Source: an optimization exercise on an open RTL-to-GDS flow (aim: small area, a short achievable clock period and few clock cycles per item). Production flows keep margins and buffers that such runs may drop.
The RTL was checked by simulation tests, not by an equivalence proof against the original design.

==> inputs of trial 26 <==
==> flow/design.v <==
`default_nettype none
package fpu_pkg;
  typedef logic [32-1:0]          fp_word_t;
  typedef logic [8-1:0]      fp_exp_t;
  typedef logic [23:0]       fp_man_t;    
  typedef logic [23+1:0]     fp_sum_t;    
  typedef logic [2*23+1:0]   fp_prod_t;
  typedef enum logic [3-1:0] {
    OP_FADD  = 0,
    OP_FSUB  = 1,
    OP_FMUL  = 2,
    OP_FMADD = 3,
    OP_FMSUB = 4
  } fpu_op_e;
  typedef struct packed {
    logic                   sign;
    fp_exp_t                exp;
    logic [23-1:0]  frac;
  } fp_fields_t;
  typedef struct packed {
    fpu_op_e   op;
    fp_word_t  a;
    fp_word_t  b;
    fp_word_t  c;
  } fpu_cmd_t;
  typedef struct packed {
    logic      hit;
    fp_word_t  value;
  } fp_special_t;
  typedef struct packed {
    logic                  cyc;
    logic                  stb;
    logic                  we;
    logic [5-1:0]  adr;
    fp_word_t              dat;
  } wb_req_t;
endpackage
`default_nettype wire
`timescale 1ns/1ps
`default_nettype none
module fpu (
  input  logic        clk,
  input  logic        rst,
  input  logic        wb_cyc_i,
  input  logic        wb_stb_i,
  input  logic        wb_we_i,
  input  logic [4:0]  wb_adr_i,
  input  logic [31:0] wb_dat_i,
  output logic [31:0] wb_dat_o,
  output logic        wb_ack_o
);
  localparam logic [2:0] E_S0 = 3'd0, E_S1 = 3'd1, E_S2 = 3'd2, E_NORM = 3'd3, E_IDLE = 3'd4;
  localparam logic [1:0] F_IDLE = 2'd0, F_EVAL = 2'd1, F_WAITX = 2'd2, F_ADD2 = 2'd3;
  logic [31:0] reg_a, reg_b, reg_c, reg_res;
  logic        busy, done, illegal, overrun, res_nz;
  logic        res_we;
  logic [31:0] res_d;
  wire bus_req  = wb_cyc_i & wb_stb_i & ~wb_ack_o;
  wire wr_req   = bus_req & wb_we_i;
  wire cmd_wr   = wr_req & (wb_adr_i == 5'h0C);
  wire [2:0] wop = wb_dat_i[2:0];
  wire op_legal = (wop <= 3'd4);
  wire cmd_go   = cmd_wr & op_legal & ~busy;
  wire wr_a     = wr_req & (wb_adr_i == 5'h00);
  wire wr_b     = wr_req & (wb_adr_i == 5'h04);
  wire wr_c     = wr_req & (wb_adr_i == 5'h08);
  wire go_addsub = cmd_go & (wop[2:1] == 2'b00);
  always_ff @(posedge clk) begin
    if (wr_a) reg_a <= wb_dat_i;
    if (wr_b) reg_b <= wb_dat_i;
    if (wr_c) reg_c <= wb_dat_i;
  end
  always_ff @(posedge clk) begin
    if (rst) wb_ack_o <= 1'b0;
    else     wb_ack_o <= bus_req;
  end
  logic [31:0] rd_data;
  always_comb begin
    case (wb_adr_i)
      5'h00:   rd_data = reg_a;
      5'h04:   rd_data = reg_b;
      5'h08:   rd_data = reg_c;
      5'h10:   rd_data = res_nz ? reg_res : 32'h0;
      5'h14:   rd_data = {28'h0, overrun, illegal, done | res_we, busy & ~res_we};
      default: rd_data = 32'h0;
    endcase
  end
  always_ff @(posedge clk) wb_dat_o <= rd_data;
  logic [2:0]  eng_st;
  logic        st0;           
  logic [31:0] acc_s, acc_c;
  logic [7:0]  bd_q;          
  logic [7:0]  esum;
  logic        psign;
  logic        xld;           
  logic [31:0] x_op, y_op;
  wire eng_restart = rst | wr_a | wr_b | go_addsub;
  wire [7:0]  a_e1 = (reg_a[30:23] == 8'd0) ? 8'd1 : reg_a[30:23];
  wire [7:0]  b_e1 = (reg_b[30:23] == 8'd0) ? 8'd1 : reg_b[30:23];
  wire [23:0] a_m  = {reg_a[30:23] != 8'd0, reg_a[22:0]};
  wire [23:0] b_m  = {reg_b[30:23] != 8'd0, reg_b[22:0]};
  function automatic logic [63:0] csa(input logic [31:0] x, input logic [31:0] y, input logic [31:0] z);
    logic [31:0] s, c;
    s = x ^ y ^ z;
    c = (x & y) | (x & z) | (y & z);
    csa = {s, c[30:0], 1'b0};
  endfunction
  logic [31:0] pp [8];
  always_comb begin
    for (int j = 0; j < 8; j++) pp[j] = bd_q[j] ? ({8'd0, a_m} << j) : 32'd0;
  end
  wire [31:0] sh = st0 ? 32'd0 : {8'd0, acc_s[31:8]};
  wire [31:0] ch = st0 ? 32'd0 : {8'd0, acc_c[31:8]};
  wire [8:0]  lo = {1'b0, acc_s[7:0]} + {1'b0, acc_c[7:0]};
  wire        cin = ~st0 & lo[8];
  wire [63:0] l1a = csa(pp[0], pp[1], pp[2]);
  wire [63:0] l1b = csa(pp[3], pp[4], pp[5]);
  wire [63:0] l1c = csa(pp[6], pp[7], sh);
  wire [63:0] l2a = csa(l1a[63:32], l1a[31:0] | {31'd0, cin}, l1b[63:32]);
  wire [63:0] l2b = csa(l1b[31:0], l1c[63:32], l1c[31:0]);
  wire [63:0] l3a = csa(l2a[63:32], l2a[31:0], l2b[63:32]);
  wire [63:0] l4a = csa(l3a[63:32], l3a[31:0], l2b[31:0]);
  wire [63:0] l5a = csa(l4a[63:32], l4a[31:0], ch);
  always_ff @(posedge clk) begin
    acc_s <= l5a[63:32];
    acc_c <= l5a[31:0];
    if (st0) begin
      esum  <= a_e1 + b_e1 - 8'd127;
      psign <= reg_a[31] ^ reg_b[31];
    end
  end
  always_ff @(posedge clk) begin
    if (eng_restart) begin
      eng_st <= E_S0;
      st0    <= 1'b1;
      bd_q   <= wr_b ? wb_dat_i[7:0] : reg_b[7:0];
    end else begin
      st0 <= 1'b0;
      case (eng_st)
        E_S0:    begin eng_st <= E_S1;   bd_q <= b_m[15:8];  end
        E_S1:    begin eng_st <= E_S2;   bd_q <= b_m[23:16]; end
        E_S2:    eng_st <= E_NORM;
        default: eng_st <= E_IDLE;
      endcase
    end
    xld <= (eng_st == E_NORM);
  end
  wire [31:0] acc = acc_s + acc_c;    
  logic [2:0]  psh;
  logic [7:0]  pexp;
  logic [22:0] pfrac;
  logic [31:0] acc_sh;
  always_comb begin
    casez (acc[30:25])
      6'b01????: psh = 3'd1;
      6'b001???: psh = 3'd2;
      6'b0001??: psh = 3'd3;
      6'b00001?: psh = 3'd4;
      6'b000001: psh = 3'd5;
      default:   psh = 3'd0;
    endcase
    acc_sh = acc << psh;
    if (acc[31]) begin
      pexp  = esum + 8'd1;
      pfrac = acc[30:8];
    end else if (!acc[30] && (esum != 8'd0)) begin
      pexp  = esum - {5'd0, psh};
      pfrac = acc_sh[29:7];
    end else begin
      pexp  = esum;
      pfrac = acc[29:7];
    end
  end
  always_ff @(posedge clk) begin
    if (go_addsub)              x_op <= reg_a;
    else if (eng_st == E_NORM)  x_op <= {psign, pexp, pfrac};
  end
  always_ff @(posedge clk) begin
    if (cmd_go) begin
      case (wop)
        3'd0:    y_op <= reg_b;
        3'd1:    y_op <= {~reg_b[31], reg_b[30:0]};
        3'd4:    y_op <= {~reg_c[31], reg_c[30:0]};
        default: y_op <= reg_c;
      endcase
    end
  end
  wire        xs = x_op[31], ys = y_op[31];
  wire [7:0]  xe = (x_op[30:23] == 8'd0) ? 8'd1 : x_op[30:23];
  wire [7:0]  ye = (y_op[30:23] == 8'd0) ? 8'd1 : y_op[30:23];
  wire [23:0] xm = {x_op[30:23] != 8'd0, x_op[22:0]};
  wire [23:0] ym = {y_op[30:23] != 8'd0, y_op[22:0]};
  wire [8:0]  dxy = {1'b0, xe} - {1'b0, ye};
  wire [7:0]  dyx = ye - xe;
  wire        x_ege = ~dxy[8];
  wire        e_eq  = (xe == ye);
  wire        m_ge  = (xm >= ym);
  wire        x_big = (x_ege & ~e_eq) | (e_eq & m_ge);
  wire [7:0]  ediff = x_ege ? dxy[7:0] : dyx;
  wire [23:0] m_keep = x_ege ? xm : ym;
  wire [23:0] m_src  = x_ege ? ym : xm;
  wire [23:0] m_sh   = m_src >> ediff;
  wire        swp    = e_eq & ~m_ge;
  logic [23:0] s1_mbig, s1_malign;
  logic [7:0]  s1_ebig;
  logic        s1_sign, s1_sub;
  always_ff @(posedge clk) begin
    s1_mbig   <= swp ? m_sh : m_keep;
    s1_malign <= swp ? m_keep : m_sh;
    s1_ebig   <= x_ege ? xe : ye;
    s1_sign   <= x_big ? xs : ys;
    s1_sub    <= xs ^ ys;
  end
  wire [24:0] sum = s1_sub ? {1'b0, s1_mbig} - {1'b0, s1_malign}
                           : {1'b0, s1_mbig} + {1'b0, s1_malign};
  logic [4:0]  nsh;
  logic [24:0] nman;
  logic [31:0] add_out;
  always_comb begin
    nsh = 5'd0;
    for (int i = 3; i < 23; i++) begin
      if (sum[i]) nsh = 5'(23 - i);
    end
    nman = sum << nsh;
    if (sum == 25'd0)
      add_out = 32'h0;
    else if (sum[24])
      add_out = {s1_sign, s1_ebig + 8'd1, sum[23:1]};
    else if (!sum[23])
      add_out = {s1_sign, s1_ebig - {3'd0, nsh}, nman[22:0]};
    else
      add_out = {s1_sign, s1_ebig, sum[22:0]};
  end
  logic [2:0] op_q;
  logic [1:0] fsm;
  logic       mode_prod;
  wire a_emax = reg_a[30:23] == 8'hFF, b_emax = reg_b[30:23] == 8'hFF, c_emax = reg_c[30:23] == 8'hFF;
  wire a_e0 = reg_a[30:23] == 8'h00, b_e0 = reg_b[30:23] == 8'h00, c_e0 = reg_c[30:23] == 8'h00;
  wire a_f0 = reg_a[22:0] == 23'd0, b_f0 = reg_b[22:0] == 23'd0, c_f0 = reg_c[22:0] == 23'd0;
  wire a_nan = a_emax & ~a_f0, b_nan = b_emax & ~b_f0, c_nan = c_emax & ~c_f0;
  wire a_inf = a_emax & a_f0,  b_inf = b_emax & b_f0,  c_inf = c_emax & c_f0;
  wire a_zero = a_e0 & a_f0,   b_zero = b_e0 & b_f0,   c_zero = c_e0 & c_f0;
  wire xsgn = reg_a[31] ^ reg_b[31];
  logic        sp_hit, prod_only;
  logic [31:0] sp_val;
  always_comb begin
    sp_hit    = 1'b0;
    sp_val    = 32'h0;
    prod_only = 1'b0;
    case (op_q)
      3'd0, 3'd1: begin
        if (a_nan || b_zero) begin
          sp_hit = 1'b1; sp_val = reg_a;
        end else if (b_nan || a_zero) begin
          sp_hit = 1'b1; sp_val = {reg_b[31] ^ op_q[0], reg_b[30:0]};
        end else if (a_inf || b_inf) begin
          sp_hit = 1'b1; sp_val = {xsgn, 8'hFF, 23'd0};
        end else if (op_q[0] && reg_a == reg_b) begin
          sp_hit = 1'b1; sp_val = 32'h0;    
        end
      end
      3'd2: begin
        if (a_nan) begin
          sp_hit = 1'b1; sp_val = reg_a;
        end else if (b_nan) begin
          sp_hit = 1'b1; sp_val = reg_b;
        end else if (a_zero || b_zero) begin
          sp_hit = 1'b1; sp_val = {xsgn, 31'd0};
        end else if (a_inf || b_inf) begin
          sp_hit = 1'b1; sp_val = {xsgn, 8'hFF, 23'd0};
        end
      end
      default: begin
        if (a_nan) begin
          sp_hit = 1'b1; sp_val = reg_a;
        end else if (b_nan) begin
          sp_hit = 1'b1; sp_val = reg_b;
        end else if (c_zero) begin
          prod_only = 1'b1;
        end else if (a_zero || b_zero || c_nan) begin
          sp_hit = 1'b1; sp_val = {reg_c[31] ^ op_q[2], reg_c[30:0]};
        end else if (a_inf || b_inf) begin
          sp_hit = 1'b1; sp_val = {xsgn, 8'hFF, 23'd0};
        end else if (c_inf) begin
          sp_hit = 1'b1; sp_val = {xsgn ^ reg_c[31], 8'hFF, 23'd0};
        end
      end
    endcase
  end
  wire xrdy = (eng_st == E_IDLE) | xld;
  wire is_prod = (op_q == 3'd2) | prod_only;
  logic [1:0] fsm_nx;
  logic       mode_nx;
  always_comb begin
    res_we  = 1'b0;
    res_d   = add_out;
    fsm_nx  = fsm;
    mode_nx = mode_prod;
    case (fsm)
      F_EVAL: begin
        if (sp_hit) begin
          res_we = 1'b1; res_d = sp_val; fsm_nx = F_IDLE;
        end else if (is_prod) begin
          mode_nx = 1'b1;
          if (xrdy) begin
            res_we = 1'b1; res_d = x_op; fsm_nx = F_IDLE;
          end else begin
            fsm_nx = F_WAITX;
          end
        end else begin
          mode_nx = 1'b0;
          fsm_nx = (op_q[2:1] == 2'b00 || xrdy) ? F_ADD2 : F_WAITX;
        end
      end
      F_WAITX: begin
        if (xrdy) begin
          if (mode_prod) begin
            res_we = 1'b1; res_d = x_op; fsm_nx = F_IDLE;
          end else begin
            fsm_nx = F_ADD2;
          end
        end
      end
      F_ADD2: begin
        res_we = 1'b1; res_d = add_out; fsm_nx = F_IDLE;
      end
      default: ;
    endcase
  end
  always_ff @(posedge clk) begin
    if (rst) begin
      fsm     <= F_IDLE;
      busy    <= 1'b0;
      done    <= 1'b0;
      illegal <= 1'b0;
      overrun <= 1'b0;
      res_nz  <= 1'b0;
    end else begin
      fsm       <= fsm_nx;
      mode_prod <= mode_nx;
      if (cmd_go) begin
        fsm     <= F_EVAL;
        busy    <= 1'b1;
        done    <= 1'b0;
        illegal <= 1'b0;
        overrun <= 1'b0;
      end else if (cmd_wr && !op_legal) begin
        illegal <= 1'b1;
      end else if (cmd_wr) begin
        overrun <= 1'b1;
      end
      if (res_we) begin
        busy   <= 1'b0;
        done   <= 1'b1;
        res_nz <= 1'b1;
      end
    end
  end
  always_ff @(posedge clk) begin
    if (cmd_go) op_q <= wop;
    if (res_we) reg_res <= res_d;
  end
endmodule
`default_nettype wire
==> flow/flow/run.sh <==
#!/bin/bash
set -euo pipefail
bash standard.sh SETUP_SLACK_MARGIN=7.5 finish > standard_flow.log 2>&1
==> flow/standard.sh <==
#!/bin/bash
# synth_recipe.tcl (not shown) runs the flow's synth.tcl, then flattens the netlist and writes it again
# the make line also repeats each setting of config.mk as NAME=value (left out here)
make -C /OpenROAD-flow-scripts/flow DESIGN_CONFIG=/design/flow/config.mk WORK_HOME=/design/flow/orfs CLKGATE_MAP_FILE= SYNTH_SCRIPT=/design/flow/synth_recipe.tcl "${@:-finish}"
==> flow/config.mk <==
export PLATFORM = sky130hd
export DESIGN_NAME = fpu
export DESIGN_NICKNAME = fpu
export VERILOG_FILES = /design/flow/design.v
export SDC_FILE = /design/flow/constraint.sdc
export NUM_CORES = 4
export LEC_CHECK = 0
export ABC_CLOCK_PERIOD_IN_PS = 3500
export CAP_MARGIN = 20
export CORE_MARGIN = 2
export CORE_UTILIZATION = 40
export SLEW_MARGIN = 20
==> flow/constraint.sdc <==
create_clock -name core_clock -period 11.5 [get_ports {clk}]
set_input_delay 2.3000 -clock core_clock [delete_from_list [all_inputs] [get_ports {clk}]]
set_output_delay 2.3000 -clock core_clock [all_outputs]
set_load 0.01 [all_outputs]
==> trial 89 (differences from trial 26) <==
==> flow/design.v, changed modules only <==
module fpu (
  input  logic        clk,
  input  logic        rst,
  input  logic        wb_cyc_i,
  input  logic        wb_stb_i,
  input  logic        wb_we_i,
  input  logic [4:0]  wb_adr_i,
  input  logic [31:0] wb_dat_i,
  output logic [31:0] wb_dat_o,
  output logic        wb_ack_o
);
  localparam logic [2:0] E_S0 = 3'd0, E_S1 = 3'd1, E_S2 = 3'd2, E_NORM = 3'd3, E_IDLE = 3'd4, E_W = 3'd5;
  localparam logic [1:0] F_IDLE = 2'd0, F_EVAL = 2'd1, F_WAITX = 2'd2, F_ADD2 = 2'd3;
  logic [31:0] reg_a, reg_b, reg_c, reg_res;
  logic        busy, done, illegal, overrun, res_nz;
  logic        res_we;
  logic [31:0] res_d;
  wire bus_req  = wb_cyc_i & wb_stb_i & ~wb_ack_o;
  wire wr_req   = bus_req & wb_we_i;
  wire cmd_wr   = wr_req & (wb_adr_i == 5'h0C);
  wire [2:0] wop = wb_dat_i[2:0];
  wire op_legal = (wop <= 3'd4);
  wire cmd_go   = cmd_wr & op_legal & ~busy;
  wire wr_a     = wr_req & (wb_adr_i == 5'h00);
  wire wr_b     = wr_req & (wb_adr_i == 5'h04);
  wire wr_c     = wr_req & (wb_adr_i == 5'h08);
  wire go_addsub = cmd_go & (wop[2:1] == 2'b00);
  always_ff @(posedge clk) begin
    if (wr_a) reg_a <= wb_dat_i;
    if (wr_b) reg_b <= wb_dat_i;
    if (wr_c) reg_c <= wb_dat_i;
  end
  always_ff @(posedge clk) begin
    if (rst) wb_ack_o <= 1'b0;
    else     wb_ack_o <= bus_req;
  end
  logic [4:0] adr_q;
  always_ff @(posedge clk) adr_q <= wb_adr_i;
  always_comb begin
    case (adr_q)
      5'h00:   wb_dat_o = reg_a;
      5'h04:   wb_dat_o = reg_b;
      5'h08:   wb_dat_o = reg_c;
      5'h10:   wb_dat_o = res_nz ? reg_res : 32'h0;
      5'h14:   wb_dat_o = {28'h0, overrun, illegal, done, busy};
      default: wb_dat_o = 32'h0;
    endcase
  end
  logic [2:0]  eng_st;
  logic [31:0] acc;           
  logic [7:0]  esum;
  logic        psign;
  logic        xld;           
  logic [31:0] x_op, y_op;
  logic [1:0]  fsm;
  logic restart_pend;
  wire  restart_req = wr_a | wr_b | go_addsub;
  wire  eng_restart = rst | ((restart_req | restart_pend) & (fsm != F_WAITX));
  logic [7:0] bd_q;           
  wire [7:0]  a_e1 = (reg_a[30:23] == 8'd0) ? 8'd1 : reg_a[30:23];
  wire [7:0]  b_e1 = (reg_b[30:23] == 8'd0) ? 8'd1 : reg_b[30:23];
  wire [23:0] a_m  = {reg_a[30:23] != 8'd0, reg_a[22:0]};
  wire [23:0] b_m  = {reg_b[30:23] != 8'd0, reg_b[22:0]};
  logic [25:0] a3_q;
  always_ff @(posedge clk) a3_q <= {2'b00, a_m} + {1'b0, a_m, 1'b0};
  logic [31:0] pp [4];
  always_comb begin
    for (int j = 0; j < 4; j++) begin
      case (bd_q[2*j +: 2])
        2'd0:    pp[j] = 32'd0;
        2'd1:    pp[j] = {8'd0, a_m} << (2*j);
        2'd2:    pp[j] = {7'd0, a_m, 1'b0} << (2*j);
        default: pp[j] = {6'd0, a3_q} << (2*j);
      endcase
    end
  end
  logic [31:0] acc_s, acc_c;
  function automatic logic [63:0] csa(input logic [31:0] x, input logic [31:0] y, input logic [31:0] z);
    logic [31:0] s, c;
    s = x ^ y ^ z;
    c = (x & y) | (x & z) | (y & z);
    csa = {s, c[30:0], 1'b0};
  endfunction
  wire        st0 = (eng_st == E_S0);
  wire [31:0] sh  = st0 ? 32'd0 : {8'd0, acc_s[31:8]};
  wire [31:0] ch  = st0 ? 32'd0 : {8'd0, acc_c[31:8]};
  wire [8:0]  lo8 = {1'b0, acc_s[7:0]} + {1'b0, acc_c[7:0]};
  wire        cin = ~st0 & lo8[8];
  wire [63:0] l1a = csa(pp[0], pp[1], pp[2]);
  wire [63:0] l1b = csa(pp[3], sh, ch);
  wire [63:0] l2a = csa(l1a[63:32], l1a[31:0] | {31'd0, cin}, l1b[63:32]);
  wire [63:0] l3a = csa(l2a[63:32], l2a[31:0], l1b[31:0]);
  assign acc = acc_s + acc_c;    
  always_ff @(posedge clk) begin
    acc_s <= l3a[63:32];
    acc_c <= l3a[31:0];
    if (eng_st == E_S0) begin
      esum  <= a_e1 + b_e1 - 8'd127;
      psign <= reg_a[31] ^ reg_b[31];
    end
  end
  always_ff @(posedge clk) begin
    if (rst) restart_pend <= 1'b0;
    else     restart_pend <= (restart_req | restart_pend) & (fsm == F_WAITX);
    if (eng_restart && wr_a && !rst) begin
      eng_st <= E_W;            
    end else if (eng_restart) begin
      eng_st <= E_S0;
      bd_q   <= wr_b ? wb_dat_i[7:0] : reg_b[7:0];
    end else begin
      case (eng_st)
        E_W:     begin eng_st <= E_S0; bd_q <= reg_b[7:0];  end
        E_S0:    begin eng_st <= E_S1; bd_q <= b_m[15:8];  end
        E_S1:    begin eng_st <= E_S2; bd_q <= b_m[23:16]; end
        E_S2:    eng_st <= E_NORM;
        default: eng_st <= E_IDLE;
      endcase
    end
    xld <= (eng_st == E_NORM);
  end
  logic [2:0]  psh;
  logic [7:0]  pexp;
  logic [22:0] pfrac;
  logic [31:0] acc_sh;
  always_comb begin
    casez (acc[30:25])
      6'b01????: psh = 3'd1;
      6'b001???: psh = 3'd2;
      6'b0001??: psh = 3'd3;
      6'b00001?: psh = 3'd4;
      6'b000001: psh = 3'd5;
      default:   psh = 3'd0;
    endcase
    acc_sh = acc << psh;
    if (acc[31]) begin
      pexp  = esum + 8'd1;
      pfrac = acc[30:8];
    end else if (!acc[30] && (esum != 8'd0)) begin
      pexp  = esum - {5'd0, psh};
      pfrac = acc_sh[29:7];
    end else begin
      pexp  = esum;
      pfrac = acc[29:7];
    end
  end
  always_ff @(posedge clk) begin
    if (go_addsub)              x_op <= reg_a;
    else if (eng_st == E_NORM)  x_op <= {psign, pexp, pfrac};
  end
  always_ff @(posedge clk) begin
    if (cmd_go) begin
      case (wop)
        3'd0:    y_op <= reg_b;
        3'd1:    y_op <= {~reg_b[31], reg_b[30:0]};
        3'd4:    y_op <= {~reg_c[31], reg_c[30:0]};
        default: y_op <= reg_c;
      endcase
    end
  end
  wire        xs = x_op[31], ys = y_op[31];
  wire [7:0]  xe = (x_op[30:23] == 8'd0) ? 8'd1 : x_op[30:23];
  wire [7:0]  ye = (y_op[30:23] == 8'd0) ? 8'd1 : y_op[30:23];
  wire [23:0] xm = {x_op[30:23] != 8'd0, x_op[22:0]};
  wire [23:0] ym = {y_op[30:23] != 8'd0, y_op[22:0]};
  wire        x_big = {xe, xm} >= {ye, ym};
  wire [7:0]  e_big   = x_big ? xe : ye;
  wire [7:0]  e_small = x_big ? ye : xe;
  wire [23:0] m_big   = x_big ? xm : ym;
  wire [23:0] m_small = x_big ? ym : xm;
  wire [7:0]  ediff   = e_big - e_small;
  wire [23:0] m_align = m_small >> ediff;
  logic [23:0] s1_mbig, s1_malign;
  logic [7:0]  s1_ebig;
  logic        s1_sign, s1_sub;
  always_ff @(posedge clk) begin
    s1_mbig   <= m_big;
    s1_malign <= m_align ^ {24{xs ^ ys}};    
    s1_ebig   <= e_big;
    s1_sign   <= x_big ? xs : ys;
    s1_sub    <= xs ^ ys;
  end
  wire [24:0] sum = {1'b0, s1_mbig} + {s1_sub, s1_malign} + {24'd0, s1_sub};
  logic [4:0]  nsh;
  logic [24:0] nman;
  logic [31:0] add_out;
  always_comb begin
    nsh = 5'd0;
    for (int i = 3; i < 23; i++) begin
      if (sum[i]) nsh = 5'(23 - i);
    end
    nman = sum << nsh;
    if (sum == 25'd0)
      add_out = 32'h0;
    else if (sum[24])
      add_out = {s1_sign, s1_ebig + 8'd1, sum[23:1]};
    else if (!sum[23])
      add_out = {s1_sign, s1_ebig - {3'd0, nsh}, nman[22:0]};
    else
      add_out = {s1_sign, s1_ebig, sum[22:0]};
  end
  logic [2:0] op_q;
  logic       mode_prod;
  wire a_emax = reg_a[30:23] == 8'hFF, b_emax = reg_b[30:23] == 8'hFF, c_emax = reg_c[30:23] == 8'hFF;
  wire a_e0 = reg_a[30:23] == 8'h00, b_e0 = reg_b[30:23] == 8'h00, c_e0 = reg_c[30:23] == 8'h00;
  wire a_f0 = reg_a[22:0] == 23'd0, b_f0 = reg_b[22:0] == 23'd0, c_f0 = reg_c[22:0] == 23'd0;
  wire a_nan = a_emax & ~a_f0, b_nan = b_emax & ~b_f0, c_nan = c_emax & ~c_f0;
  wire a_inf = a_emax & a_f0,  b_inf = b_emax & b_f0,  c_inf = c_emax & c_f0;
  wire a_zero = a_e0 & a_f0,   b_zero = b_e0 & b_f0,   c_zero = c_e0 & c_f0;
  wire xsgn = reg_a[31] ^ reg_b[31];
  logic        sp_hit, prod_only;
  logic [31:0] sp_val;
  always_comb begin
    sp_hit    = 1'b0;
    sp_val    = 32'h0;
    prod_only = 1'b0;
    case (op_q)
      3'd0, 3'd1: begin
        if (a_nan || b_zero) begin
          sp_hit = 1'b1; sp_val = reg_a;
        end else if (b_nan || a_zero) begin
          sp_hit = 1'b1; sp_val = {reg_b[31] ^ op_q[0], reg_b[30:0]};
        end else if (a_inf || b_inf) begin
          sp_hit = 1'b1; sp_val = {xsgn, 8'hFF, 23'd0};
        end else if (op_q[0] && reg_a == reg_b) begin
          sp_hit = 1'b1; sp_val = 32'h0;    
        end
      end
      3'd2: begin
        if (a_nan) begin
          sp_hit = 1'b1; sp_val = reg_a;
        end else if (b_nan) begin
          sp_hit = 1'b1; sp_val = reg_b;
        end else if (a_zero || b_zero) begin
          sp_hit = 1'b1; sp_val = {xsgn, 31'd0};
        end else if (a_inf || b_inf) begin
          sp_hit = 1'b1; sp_val = {xsgn, 8'hFF, 23'd0};
        end
      end
      default: begin
        if (a_nan) begin
          sp_hit = 1'b1; sp_val = reg_a;
        end else if (b_nan) begin
          sp_hit = 1'b1; sp_val = reg_b;
        end else if (c_zero) begin
          prod_only = 1'b1;
        end else if (a_zero || b_zero || c_nan) begin
          sp_hit = 1'b1; sp_val = {reg_c[31] ^ op_q[2], reg_c[30:0]};
        end else if (a_inf || b_inf) begin
          sp_hit = 1'b1; sp_val = {xsgn, 8'hFF, 23'd0};
        end else if (c_inf) begin
          sp_hit = 1'b1; sp_val = {xsgn ^ reg_c[31], 8'hFF, 23'd0};
        end
      end
    endcase
  end
  wire xrdy = (eng_st == E_IDLE) | xld;
  wire is_prod = (op_q == 3'd2) | prod_only;
  logic [1:0] fsm_nx;
  logic       mode_nx;
  always_comb begin
    res_we  = 1'b0;
    res_d   = add_out;
    fsm_nx  = fsm;
    mode_nx = mode_prod;
    case (fsm)
      F_EVAL: begin
        if (sp_hit) begin
          res_we = 1'b1; res_d = sp_val; fsm_nx = F_IDLE;
        end else if (is_prod) begin
          mode_nx = 1'b1;
          if (xrdy) begin
            res_we = 1'b1; res_d = x_op; fsm_nx = F_IDLE;
          end else begin
            fsm_nx = F_WAITX;
          end
        end else begin
          mode_nx = 1'b0;
          fsm_nx = (op_q[2:1] == 2'b00 || xrdy) ? F_ADD2 : F_WAITX;
        end
      end
      F_WAITX: begin
        if (xrdy) begin
          if (mode_prod) begin
            res_we = 1'b1; res_d = x_op; fsm_nx = F_IDLE;
          end else begin
            fsm_nx = F_ADD2;
          end
        end
      end
      F_ADD2: begin
        res_we = 1'b1; res_d = add_out; fsm_nx = F_IDLE;
      end
      default: ;
    endcase
  end
  always_ff @(posedge clk) begin
    if (rst) begin
      fsm     <= F_IDLE;
      busy    <= 1'b0;
      done    <= 1'b0;
      illegal <= 1'b0;
      overrun <= 1'b0;
      res_nz  <= 1'b0;
    end else begin
      fsm       <= fsm_nx;
      mode_prod <= mode_nx;
      if (cmd_go) begin
        fsm     <= F_EVAL;
        busy    <= 1'b1;
        done    <= 1'b0;
        illegal <= 1'b0;
        overrun <= 1'b0;
      end else if (cmd_wr && !op_legal) begin
        illegal <= 1'b1;
      end else if (cmd_wr) begin
        overrun <= 1'b1;
      end
      if (res_we) begin
        busy   <= 1'b0;
        done   <= 1'b1;
        res_nz <= 1'b1;
      end
    end
  end
  always_ff @(posedge clk) begin
    if (cmd_go) op_q <= wop;
    if (res_we) reg_res <= res_d;
  end
endmodule
==> flow/flow/run.sh (replaced) <==
#!/bin/bash
set -euo pipefail
bash standard.sh SETUP_SLACK_MARGIN=6.5 finish > standard_flow.log 2>&1
ABC_AREA = 1   (was default)
ABC_CLOCK_PERIOD_IN_PS = default   (was 3500)
==> reports/metrics.csv <==
metric,value,unit
DRT iter0 DRCs,4062,
total wire length,139000,microns
dpl cell area,0.0355,sq mm
TritonCTS buffer count,43,
Post-synth top cells,"nand2_1 (335), inv_1 (277), a21oi_1 (270)",
"Arr. time, crit path",5.86,ns
R2R setup slack,6.06,ns
Post-Syn Instances,3738,
Worst setup endpoint,reg_res[29],
Post-CTS Setup Bufs,221,
status,"complete, no violations",
reg2reg start,s1_malign[9],
(the above is from trial 26)
==> reports/metrics.csv <==
metric,value,unit
R2R setup slack,6.58,ns
Worst setup endpoint,wb_dat_o[25],
Post-CTS Setup Bufs,19,
dpl cell area,0.0330,sq mm
TritonCTS buffer count,45,
DRT iter0 DRCs,4626,
Post-synth top cells,"nand2_1 (911), inv_1 (505), nand3_1 (412)",
Post-Syn Instances,4247,
status,"complete, no violations",
(the above is from trial 89)
Testbench counts of trial 26, summed over its fixed seeds: cycles 28,792, ops 2,400.
Testbench counts of trial 89, summed over its fixed seeds: cycles 28,792, ops 2,400.

separate check: timing with driven ports:
Ports are ideal in the flow. The routed layouts listed here were re-timed in OpenROAD. Step 1: set_driving_cell puts a clkbuf_16 on clk and a buf_2 on each other input, an assumption about the parent block. Step 2 moves the port delays by t, midway between the first and last clock arrival at a register: inputs arrive t later, outputs are due t later. That takes back most of the time a late clock gives input paths. Slacks: ideal / step 1 / step 2; pairs: ideal / step 1.
run	t, ns	setup WS [ns]	slew at the worst register clock pin (ns)
trial 26	0.665	6.060 / 6.060 / 6.060	0.07 / 0.07
trial 89	0.661	6.523 / 6.453 / 6.099	0.07 / 0.07
After both steps setup and hold are still met in every run listed. For trial 89, which loses most, drivers alone change the setup slack by -0.070 ns; drivers and shift together by -0.424 ns.
